Source: an optimization exercise on an open RTL-to-GDS flow (aim: small area, a short achievable clock period and few clock cycles per item). Production flows keep margins and buffers that such runs may drop.
No functional check of the RTL was part of this run.
Power and IR drop assume default switching activity.

==> flow/design.v <==
module ggc_lane #(
	parameter int TAB_N   = 61,
	parameter int COLOR_W = 6
) (
	input  logic [TAB_N-1:0]         sel,
	input  logic [TAB_N*COLOR_W-1:0] colors,
	output logic [TAB_N-1:0]         used
);
	logic [7:0] hs [TAB_N];
	logic [7:0] lo [TAB_N];
	always_comb begin
		for (int q = 0; q < TAB_N; q++) begin
			for (int d = 0; d < 8; d++) begin
				hs[q][d] = sel[q] && (colors[q*COLOR_W+3 +: 3] == 3'(d));
				lo[q][d] = (colors[q*COLOR_W +: 3] == 3'(d));
			end
		end
		for (int c = 0; c < TAB_N; c++) begin
			used[c] = 1'b0;
			for (int q = 0; q < TAB_N; q++) begin
				if (q >= c) begin
					used[c] = used[c] | (hs[q][c/8] & lo[q][c%8]);
				end
			end
		end
	end
endmodule
module ggc_merge (
	input  logic [62:0] used,
	output logic [5:0]  color
);
	logic [63:0] free;
	logic [7:0]  any;        
	logic [2:0]  first [8];
	logic [7:0]  below;      
	logic [7:0]  sel;        
	always_comb begin
		free = {1'b1, ~used};
		for (int g = 0; g < 8; g++) begin
			any[g] = |free[g*8 +: 8];
			first[g] = 3'd0;
			for (int i = 7; i >= 0; i--) begin
				if (free[g*8+i]) begin
					first[g] = 3'(i);
				end
			end
		end
		below[0] = 1'b0;
		for (int g = 1; g < 8; g++) begin
			below[g] = below[g-1] | any[g-1];
		end
		sel = any & ~below;
		color = 6'd0;
		for (int g = 0; g < 8; g++) begin
			if (sel[g]) begin
				color = color | {3'(g), first[g]};
			end
		end
	end
endmodule
module greedy_graph_coloring_core (
	input  logic        clk,
	input  logic        arst_n,
	input  logic        items_valid,
	output logic        items_ready,
	input  logic [63:0] items_neighbours,
	input  logic        items_restart,
	output logic        results_valid,
	input  logic        results_ready,
	output logic [5:0]  results_node_number,
	output logic [5:0]  results_color,
	output logic        results_last,
	input  logic        cfg_valid,
	output logic        cfg_ready,
	input  logic [6:0]  cfg_node_count
);
	localparam int TAB_N = 62;   
	localparam int QCAP  = 3;    
	localparam int BUF_N = QCAP - 1;
	logic        ready_q;
	logic        take;
	logic [6:0]  count_q;
	logic [5:0]  em1_q;      
	logic [5:0]  ncl_q;      
	logic [1:0]  owed_q;
	logic        pop;
	logic [6:0]  eff_count;
	logic [1:0]  owed_next;
	assign cfg_ready   = 1'b1;
	assign items_ready = ready_q;
	assign take        = items_valid && ready_q;
	always_comb begin
		if (count_q == 7'd0) begin
			eff_count = 7'd1;
		end else if (count_q > 7'd64) begin
			eff_count = 7'd64;
		end else begin
			eff_count = count_q;
		end
	end
	logic [62:0] row0;
	logic        rst0;
	logic [5:0]  n0;
	logic        last0;
	assign row0  = items_neighbours[62:0];
	assign rst0  = items_restart;
	assign n0    = rst0 ? 6'd0 : ncl_q;
	assign last0 = (n0 == em1_q);
	logic        v1_q;
	logic [61:0] m1_q;
	logic        adj1_q;
	logic [5:0]  n1_q;
	logic        last1_q;
	logic [5:0]  hist_q;     
	logic [5:0]  color;
	assign owed_next = owed_q + 2'(take) - 2'(pop);
	always_ff @(posedge clk or negedge arst_n) begin
		if (!arst_n) begin
			ready_q <= 1'b1;
			count_q <= 7'd64;
			em1_q   <= 6'd63;
			ncl_q   <= 6'd0;
			owed_q  <= 2'd0;
			v1_q    <= 1'b0;
		end else begin
			ready_q <= (owed_next < 2'(QCAP)) && !cfg_valid;
			if (cfg_valid) begin
				count_q <= cfg_node_count;
			end
			em1_q <= 6'(eff_count - 7'd1);
			if (take) begin
				ncl_q <= last0 ? 6'd0 : n0 + 6'd1;
			end else if ({1'b0, ncl_q} >= eff_count) begin
				ncl_q <= 6'd0;
			end
			owed_q <= owed_next;
			v1_q   <= take;
		end
	end
	logic [TAB_N*6-1:0] tab;
	assign tab[5:0] = 6'd0;
	for (genvar q = 1; q < TAB_N; q++) begin : g_tab
		localparam int W = $clog2(q + 1);
		logic [W-1:0] t_q;
		always_ff @(posedge clk) begin
			if (v1_q && n1_q == 6'(q)) begin
				t_q <= color[W-1:0];
			end
		end
		assign tab[q*6 +: 6] = 6'(t_q);
	end
	logic [TAB_N-1:0] sel;
	logic [TAB_N-1:0] used_tab;
	logic             adj1;
	always_comb begin
		for (int q = 0; q < TAB_N; q++) begin
			sel[q] = !rst0 && (7'(q) + 7'd2 <= {1'b0, ncl_q}) && row0[q];
		end
		adj1 = 1'b0;
		for (int q = 0; q < 63; q++) begin
			adj1 = adj1 | (row0[q] && ncl_q == 6'(q + 1));
		end
		adj1 = adj1 && !rst0;
	end
	ggc_lane #(
		.TAB_N   (TAB_N),
		.COLOR_W (6)
	) u_lane (
		.sel    (sel),
		.colors (tab),
		.used   (used_tab)
	);
	logic [62:0] used1;
	always_comb begin
		used1[62] = 1'b0;
		used1[61:0] = m1_q;
		for (int c = 0; c < 63; c++) begin
			used1[c] = used1[c] | (adj1_q && hist_q == 6'(c));
		end
	end
	ggc_merge u_merge (
		.used  (used1),
		.color (color)
	);
	always_ff @(posedge clk) begin
		m1_q    <= used_tab;
		adj1_q  <= adj1;
		n1_q    <= n0;
		last1_q <= last0;
		if (v1_q) begin
			hist_q <= color;
		end
	end
	logic        out_valid_q;
	logic [5:0]  out_node_q;
	logic [5:0]  out_color_q;
	logic        out_last_q;
	logic [12:0] buf_q [BUF_N];
	logic        rd_q;
	logic        wr_q;
	logic [1:0]  bcnt_q;
	logic        head_free;
	logic        to_head;
	logic        to_buf;
	logic        from_buf;
	logic [12:0] res;
	assign pop       = out_valid_q && results_ready;
	assign head_free = !out_valid_q || results_ready;
	assign res       = {n1_q, color, last1_q};
	assign from_buf  = head_free && (bcnt_q != 2'd0);
	assign to_head   = head_free && (bcnt_q == 2'd0) && v1_q;
	assign to_buf    = v1_q && !to_head;
	always_ff @(posedge clk or negedge arst_n) begin
		if (!arst_n) begin
			out_valid_q <= 1'b0;
			rd_q        <= 1'b0;
			wr_q        <= 1'b0;
			bcnt_q      <= 2'd0;
		end else begin
			if (head_free) begin
				out_valid_q <= from_buf || v1_q;
			end
			if (from_buf) begin
				rd_q <= !rd_q;
			end
			if (to_buf) begin
				wr_q <= !wr_q;
			end
			bcnt_q <= bcnt_q + 2'(to_buf) - 2'(from_buf);
		end
	end
	always_ff @(posedge clk) begin
		if (from_buf) begin
			{out_node_q, out_color_q, out_last_q} <= buf_q[rd_q];
		end else if (to_head) begin
			{out_node_q, out_color_q, out_last_q} <= res;
		end
		if (to_buf) begin
			buf_q[wr_q] <= res;
		end
	end
	assign results_valid       = out_valid_q;
	assign results_node_number = out_node_q;
	assign results_color       = out_color_q;
	assign results_last        = out_last_q;
endmodule
==> flow/run.sh <==
#!/bin/bash
# synth_recipe.tcl (not shown) runs the flow's synth.tcl, then flattens the netlist and writes it again
# the make line also repeats each setting of config.mk as NAME=value (left out here)
make -C /OpenROAD-flow-scripts/flow DESIGN_CONFIG=/design/flow/config.mk WORK_HOME=/design/flow/orfs CLKGATE_MAP_FILE= SYNTH_SCRIPT=/design/flow/synth_recipe.tcl finish
==> flow/config.mk <==
export PLATFORM = sky130hd
export DESIGN_NAME = greedy_graph_coloring_core
export DESIGN_NICKNAME = greedy_graph_coloring_core
export VERILOG_FILES = /design/flow/design.v
export SDC_FILE = /design/flow/constraint.sdc
export NUM_CORES = 4
export LEC_CHECK = 0
export ABC_CLOCK_PERIOD_IN_PS = 2000
export CAP_MARGIN = 20
export CORE_MARGIN = 2
export CORE_UTILIZATION = 30
export SETUP_SLACK_MARGIN = 2.6
export SLEW_MARGIN = 20
export TNS_END_PERCENT = 0
==> flow/constraint.sdc <==
create_clock -name core_clock -period 5.0 [get_ports {clk}]
set_input_delay 1.0000 -clock core_clock [delete_from_list [all_inputs] [get_ports {clk}]]
set_output_delay 1.0000 -clock core_clock [all_outputs]
set_load 0.01 [all_outputs]
==> run summary <==
status timing/DRC/antenna clean; clk_skew 0.05070 ns; CP endpoint kind flip-flop; Syn Inst Count 4009; endpoints failing setup 0; CORE AREA 112700 um2; yosys warns 6; post-route ant nets 0; Sink Count 452; Area growth, synth to finish 34.52%; Avg Cell Area, Syn 8.520 um2; H-tree levels 2; Total Wirelength 342400 um; Max Fclk 269.8 MHz; Overflow after GRT 0; startpoint type of the worst setup path flip-flop; RePlAce Congestion 1.209; vias in the first global route 42550; Worst-Margin Slew 1.305 ns; slew margin rel. 0.1273; VDD IR max 0.3978 mV; R2R depth 10; DP HPWL 272200 um; Hold EP buf_q[0][0]$_DFFE_PP_; CTS Root Cell clkbuf_16; total CTS buffers 54; placed cell area 41530 um2; crit path max fanout 11; Die Area 116600 um2; reg2reg start ncl_q[2]$_DFFE_PN0P_; Hold Fails Final Rpt 0; Die Ht 341.4 um; final period utilization 0.7412; hold path startpoint last1_q$_DFF_P_; Initial Util 0.3032; hold slack 0.4534 ns; pin count of the biggest net entering global routing 38; IO Pins 93; FF-to-FF End m1_q[6]$_DFF_P_; Nets 4780; RSZ-0062 raised after global routing true; Die X 341.4 um; WS Path Type flip-flop to flip-flop; setup slack, reg-to-reg 1.29 ns; Max-Cap Viols 0; cell area after layout 45940 um2; via density per instance 7.680; synth unique cells 110; initial antenna violation count 46; fin crit period 3.706 ns; Hold WC Path Type flip-flop to flip-flop; GR Util All Layers 0.5658; ys flop type edfxtp_1; Seq/Total Area, Yosys 0.3731; # rows 123; Clock Latency Late Sink 0.73 ns; clock slew at reported path FFs 0.06 ns; hold path cells 0; Worst Path Required 5.41 ns; initial DRC count 10280; Yosys reg bits 452; EDFF count, synth 354; PortBufs 90; TritonCTS clock tree built; drt wl/cell 54.55 um; WP data arrival 4.12 ns; clock buffer depth 3; routed vias 48200; syn_nets 4098; static leakage 14.89 nW; Synth Cell Area 34160 um2; hold_buf cts 0; Initial DRT Pass Iterations 7; first-pass GRT wire length 431800 um; share of layout cells above drive strength 1 0.2573; ys async rst share 0.06195; DR DRC count 0; PD cells 227.9 nW/um2; Pins Over Slew Limit 0
-- flip-flops by register name (all words and copies together), names as in the netlist, 2 cells and up --
| register | flops |
|---|---|
| hist_q | 6 |
| n1_q | 6 |
| out_color_q | 6 |
| em1_q | 6 |
| buf_q | 26 |
| m1_q | 62 |
| ncl_q | 6 |
| owed_q | 2 |
| bcnt_q | 2 |
| count_q | 7 |
| g_tab.t_q | 309 |
| out_node_q | 6 |
-- how the worst max path moves through the flow --
stage | startpoint | to | slack, ns
floorplan | hist_q[5]$_DFFE_PP_ | out_color_q[0]$_DFFE_PP_ | 2.00
global placement | items_restart | m1_q[1]$_DFF_P_ | -0.91
detailed placement | items_restart | m1_q[20]$_DFF_P_ | 0.12
CTS | ncl_q[3]$_DFFE_PN0P_ | m1_q[4]$_DFF_P_ | 1.63
global route | ncl_q[4]$_DFFE_PN0P_ | m1_q[11]$_DFF_P_ | 1.44
finish | ncl_q[2]$_DFFE_PN0P_ | m1_q[6]$_DFF_P_ | 1.29
-- synthesized netlist by cell type (14+ instances only) --
library cell  count  area share
edfxtp_1        354        0.31
nand3b_1        151       0.033
nand2b_1         67       0.012
o22ai_1         424       0.078
dfrtp_1          20       0.015
or3b_2           57       0.015
or2_2            29      0.0053
nor3b_1          69       0.015
nor4b_1          17      0.0044
a211oi_1         38      0.0084
a2111oi_0        35      0.0090
mux2i_1          36       0.011
inv_1            86      0.0095
o32ai_1          43       0.011
nor2_1          447       0.049
mux2_2           16      0.0053
buf_2            36      0.0053
nand4b_1         19      0.0049
a21oi_1         118       0.017
a22oi_1          46       0.010
a221oi_1         51       0.013
and3_1           32      0.0059
o21ai_0          91       0.013
o211ai_1         40      0.0088
nand4_1          77       0.014
and2_1           25      0.0046
o2111ai_1        36      0.0092
nand2_1         326       0.036
o221ai_1         76       0.019
clkbuf_1        147       0.016
o22a_1           26      0.0067
and3b_1          22      0.0056
a32oi_1          27      0.0069
nor3_1          126       0.018
nor4_1          116       0.021
nor2b_1          48      0.0088
or4_1            33      0.0073
xnor2_1          14      0.0036
nand3_1         167       0.024
buf_1            32      0.0035
dfxtp_1          70       0.041
or3_1            58       0.011
a31oi_1          29      0.0053
-- metal layers --
layer  part of all wire  global-route usage  wire (um)  up-vias
met5            0.00030           0.0008170        103        -
met4               0.11              0.4695      37180       16
li1                   -                   -          -    17570
met3               0.17              0.3092      56690     1535
met1               0.36              0.6779     123800    23790
met2               0.36              0.7279     124700     5286
-- layout by cell type (no fill, tap or decap), types with 36 or more instances in the layout --
| cell type | count |
|---|---|
| buf_6 | 40 |
| nor2_1 | 432 |
| nor2b_1 | 47 |
| buf_12 | 41 |
| buf_4 | 669 |
| or3b_2 | 53 |
| nor3b_1 | 55 |
| clkbuf_16 | 54 |
| nand2_1 | 318 |
| nand3b_1 | 151 |
| edfxtp_1 | 354 |
| a221oi_1 | 43 |
| o32ai_1 | 42 |
| nand4_1 | 77 |
| dfxtp_1 | 69 |
| inv_1 | 84 |
| diode_2 | 39 |
| nand3_1 | 153 |
| o211ai_1 | 40 |
| mux2i_1 | 36 |
| nand2b_1 | 65 |
| o221ai_1 | 72 |
| or3_1 | 57 |
| o22ai_1 | 417 |
| o21ai_0 | 85 |
| nor3_1 | 106 |
| a22oi_1 | 44 |
| a21oi_1 | 113 |
| clkdlybuf4s50_1 | 86 |
| nor4_1 | 84 |
-- timing repair --
action                                  in CTS  in global routing
endpoints found under the setup margin     680                707
buffers inserted                            86                 19
gates cloned                                 5                  0
pin swaps                                   59                 29
resized for setup                          227                 59
-- critical path: stages (launching register included) --
cell and delay [ns]:
dfrtp_4 0.56, buf_12 0.18, buf_6 0.15, o21ai_1 0.33, a21o_2 0.30, nor2_1 0.12
nand3b_1 0.23, buf_4 0.22, o32ai_1 0.09, nor4_1 0.76, nand4b_1 0.48
-- per-stage QoR --
| stage | instances | total power, mW | setup TNS, ns | worst slack, ns | utilization |
|---|---|---|---|---|---|
| 2_1_floorplan | 4009 | 5.178 | 0 | 2.003 | - |
| 3_3_place_gp | 6021 | 5.969 | -0.9120 | -0.9120 | 0.3683 |
| 3_5_place_dp | 6023 | 6.007 | 0 | 0.1178 | 0.3687 |
| 4_1_cts | 6216 | 10.33 | 0 | 1.634 | 0.4016 |
| 5_1_grt | 6241 | 10.64 | 0 | 1.436 | 0.4071 |
| 6_report | 6276 | 10.47 | 0 | 1.294 | 0.4078 |
-- power by group --
part | internal [mW] | total, mW | switching, mW
Clock | 2.24 | 4.17 | 1.93
Sequential | 4.25 | 4.45 | 0.203
Combinational | 0.732 | 1.85 | 1.12
-- area by class of cell --
type                            count  area, um2
Fill cell                       11540      66710
Timing Repair Buffer              847       7350
Sequential cell                   452      12770
Clock buffer                       65       1423
Clock inverter                     37      392.9
Multi-Input combinational cell   3246      21650
Tap cell                         1500       1877
Timing Repair inverter              1      16.27
Antenna cell                       39      97.59
Inverter                           89      370.4
-- kinds of logic after synthesis --
family,Yosys count,synth area share
XOR/XNOR,18,0.004616
flip-flops,452,0.3731
AND/OR/NAND/NOR,1924,0.3074
buffers and inverters,312,0.03718
multiplexers,52,0.01583
other,1,0.0001098
adder cells (fa/ha/maj),12,0.004396
AO/OA/AOI/OAI,1238,0.2574

[afterwards: timing with drivers on the ports]
No port has a modelled driver above. Below, the same layout with a new extraction and two added sets of constraints.
Step 1, drivers: a clkbuf_16 drives clk and a buf_2 each remaining input, both assumed.
Step 2 moves the port delays by t, midway between the first and last clock arrival at a register: inputs arrive t later, outputs are due t later. That takes back most of the time a late clock gives input paths.
Three values: ideal ports, drivers, drivers and shift; two values: the first two.
shift t [ns]: 0.776
slack for setup (ns): 1.294 / 1.294 / 0.585
hold WS [ns]: 0.453 / 0.453 / 0.453
worst slew at a driven data input, ns: 0.09
After both steps setup and hold are still met in this run. The setup slack of this run moves by 0.000 ns with the drivers and by -0.709 ns with both steps.
